Background: an optimization exercise with open tools, aiming at small area and a short achievable clock period. Do not read the settings as production practice. Only simulation tests tie the RTL to the original design; equivalence was not proved.

==> module mul_div_unit, before the edit <==
module mul_div_unit #(
    parameter int WIDTH   = 32,
    parameter int MUL_LAT = 5,
    parameter int DIV_LAT = 10
) (
    input  logic             clk,
    input  logic             reset,
    input  logic             start,
    input  logic [2:0]       op,
    input  logic [WIDTH-1:0] a,
    input  logic [WIDTH-1:0] b,
    input  logic             flush,
    output logic             busy,
    output logic             done,
    output logic [WIDTH-1:0] hi,
    output logic [WIDTH-1:0] lo
);
    logic [31:0] x;
    logic [33:0] ph;
    logic [31:0] pl;
    logic        f_div, d_neg, neg_a;     
    logic [3:0]  cnt;
    logic        run;             
    logic        m_last, d_first, d_last;    
    assign m_last  = (cnt == 4'd4);
    assign d_first = (cnt == 4'd0);
    assign d_last  = (cnt == 4'd9);
    logic [34:0] xs;              
    assign xs    = {{3{d_neg}}, x};
    logic [34:0] ain [0:4];
    logic [34:0] pp  [0:3];
    logic [34:0] sum [0:3];
    logic [3:0]  qb, rneg;
    logic [3:0]  c_one, c_two, c_neg;
    assign ain[0] = {ph[33], ph};
    for (genvar k = 0; k < 4; k++) begin : g_row
        if (k == 0) begin : g_n0
            assign rneg[k] = c_neg[k];
        end else begin : g_nk
            assign rneg[k] = c_neg[k] ^ (f_div & ~qb[k-1]);
        end
        assign pp[k] = (({35{c_one[k]}} & xs) | ({35{c_two[k]}} & {xs[33:0], 1'b0}))
                     ^ {35{rneg[k]}};
        logic co_unused;
        if (k < 0) begin : g_fast
            add35_ks u_add (.a(ain[k]), .b(pp[k]), .ci(rneg[k]), .s(sum[k]), .co(co_unused));
        end else begin : g_small
            add35_bk u_add (.a(ain[k]), .b(pp[k]), .ci(rneg[k]), .s(sum[k]), .co(co_unused));
        end
        assign qb[k]    = ~sum[k][34];
        assign ain[k+1] = f_div ? {sum[k][33:0], pl[30-k]}
                                : {{2{sum[k][34]}}, sum[k][34:2]};
    end
    function automatic logic [2:0] booth(input logic [2:0] t);    
        booth[2] = t[1] ^ t[0];
        booth[1] = (t[2] & ~t[1] & ~t[0]) | (~t[2] & t[1] & t[0]);
        booth[0] = t[2];
    endfunction
    logic [8:0]  nb;              
    logic        n_div, n_dneg;
    always_comb begin
        if (!run) begin
            nb     = {a[7:0], 1'b0};
            n_div  = op[1];
            n_dneg = ~op[0] & b[31];
        end else begin
            nb     = (cnt == 4'd3) ? {6'd0, neg_a, neg_a, pl[7]} : pl[15:7];
            n_div  = f_div;
            n_dneg = d_neg;
        end
    end
    always_ff @(posedge clk) begin
        for (int k = 0; k < 4; k++) begin
            logic [2:0] bc;
            if (!n_div)
                bc = booth(nb[2*k +: 3]);
            else if (k == 0 && run && cnt == 4'd8)
                bc = {1'b0, ~qb[3], n_dneg};            
            else if (k == 0 && run && !d_first)
                bc = {2'b10, n_dneg ^ qb[3]};           
            else
                bc = {2'b10, ~n_dneg};                  
            c_one[k] <= bc[2];
            c_two[k] <= bc[1];
            c_neg[k] <= bc[0];
        end
    end
    function automatic logic [31:0] cneg(input logic [31:0] v, input logic en);
        logic [31:0] below;
        below[0] = 1'b0;
        for (int i = 1; i < 32; i++) below[i] = below[i-1] | v[i-1];
        cneg = v ^ ({32{en}} & below);
    endfunction
    logic [31:0] pl_neg;
    logic        neg_q, bz;
    assign pl_neg = cneg(pl, d_first ? neg_a : (f_div & neg_q));
    assign neg_q  = (neg_a ^ d_neg) & ~bz;
    assign bz     = (x == 32'd0);
    logic last;
    assign last = f_div ? d_last : m_last;
    always_ff @(posedge clk) begin
        if (!run) begin
            x       <= b;
            ph      <= '0;
            pl      <= a;
            f_div   <= op[1];
            d_neg   <= ~op[0] & b[31];
            neg_a   <= ~op[0] & a[31];
            cnt     <= '0;
        end else begin
            cnt     <= cnt + 4'd1;
            if (!f_div) begin
                ph <= ain[4][33:0];
                pl <= {sum[3][1:0], sum[2][1:0], sum[1][1:0], sum[0][1:0], pl[31:8]};
            end else if (d_first) begin
                ph <= {33'd0, pl_neg[31]};
                pl <= pl_neg;
            end else begin
                ph <= ain[4][33:0];
                pl <= {pl[27:0], qb[0], qb[1], qb[2], qb[3]};
            end
        end
    end
    always_ff @(posedge clk or posedge reset) begin
        if (reset) begin
            run  <= 1'b0;
        end else if (!run) begin
            run  <= start & ~flush & ~op[2];
        end else begin
            run  <= ~flush & ~last;
        end
    end
    always_ff @(posedge clk or posedge reset) begin
        if (reset) begin
            busy <= 1'b0;
            done <= 1'b0;
            hi   <= '0;
            lo   <= '0;
        end else begin
            done <= 1'b0;
            if (!run) begin
                if (start && !flush) begin
                    if (!op[2]) busy <= 1'b1;
                    else if (op[1:0] == 2'b00) hi <= a;
                    else if (op[1:0] == 2'b01) lo <= a;
                end
            end else if (flush) begin
                busy <= 1'b0;
            end else if (last) begin
                busy <= 1'b0;
                done <= 1'b1;
                hi <= f_div ? cneg(sum[0][32:1], neg_a) : sum[0][31:0];
                lo <= pl_neg;
            end
        end
    end
endmodule
clock: 90.0 ns
lec_check: 0
abc_area: 1
cap_margin: 20
core_margin: 2
core_utilization: 65
slew_margin: 20
standard.sh (not shown) runs the stock make flow with config.mk's settings and CLKGATE_MAP_FILE= SYNTH_SCRIPT=/design/flow/synth_recipe.tcl, a recipe that flattens the netlist after the stock synthesis.
==> flow/flow/run.sh <==
#!/bin/bash
set -euo pipefail
bash standard.sh \
  BUFFER_PORTS_ARGS="-buffer_cell sky130_fd_sc_hd__buf_1" \
  CTS_ARGS="-sink_clustering_enable -repair_clock_nets -buf_list sky130_fd_sc_hd__clkbuf_16 -dont_use_dummy_load" \
  SETUP_SLACK_MARGIN=71 \
  finish > standard.log 2>&1
The first run produced a clean layout.
Then changed:
--- a/flow/design.v
+++ b/flow/design.v
@@ -19,12 +19,11 @@
     logic [33:0] ph;
     logic [31:0] pl;
-    logic        f_div, d_neg, neg_a;     
+    logic        f_div, f_sgn, neg_a;
     logic [3:0]  cnt;
     logic        run;             
     logic        m_last, d_first, d_last;    
-    assign m_last  = (cnt == 4'd4);
-    assign d_first = (cnt == 4'd0);
-    assign d_last  = (cnt == 4'd9);
     logic [34:0] xs;              
+    logic        d_neg;           
+    assign d_neg = f_sgn & x[31];
     assign xs    = {{3{d_neg}}, x};
     logic [34:0] ain [0:4];
@@ -105,9 +104,15 @@
             pl      <= a;
             f_div   <= op[1];
-            d_neg   <= ~op[0] & b[31];
+            f_sgn   <= ~op[0];
             neg_a   <= ~op[0] & a[31];
             cnt     <= '0;
+            m_last  <= 1'b0;
+            d_first <= 1'b1;
+            d_last  <= 1'b0;
         end else begin
             cnt     <= cnt + 4'd1;
+            m_last  <= (cnt == 4'd3);
+            d_first <= 1'b0;
+            d_last  <= (cnt == 4'd8);
             if (!f_div) begin
                 ph <= ain[4][33:0];
Outcome: The new run went through all stages and came out clean; design area came out higher by about 0.64%; setup slack gains 0.035 ns; final cell count climbs by 0.43%; non-clock buffer count fell by 5; area after synthesis rose by about 1.2%; maximum frequency hardly moves.

[what the ideal ports hide]
The flow's constraints put no driver on any port. The routed layouts listed below were extracted and timed again, unchanged, in two steps. Step 1 assumes that a clkbuf_16 drives the clock port and a buf_2 every other input. Step 2 adds t to the input delays and takes it off the output delays; t is the mean of the earliest and latest rising clock arrival at the registers after step 1. Input paths then give back, and output paths get back, about the clock's delay inside the block. Slacks: no drivers / after step 1 / after step 2; pairs: no drivers / after step 1.
| run | shift t [ns] | slack for setup (ns) | worst hold slack (ns) | cell pins on the clock port's net |
|---|---|---|---|---|
| the first run | 0.495 | 70.961 / 70.908 / 70.598 | 0.483 / 0.483 / 0.483 | 1 |
| the second run | 0.486 | 70.997 / 70.945 / 70.640 | 0.484 / 0.484 / 0.484 | 1 |
After both steps every run listed still meets setup and hold. For the first run, which loses most, drivers alone change the setup slack by -0.053 ns; drivers and shift together by -0.363 ns.
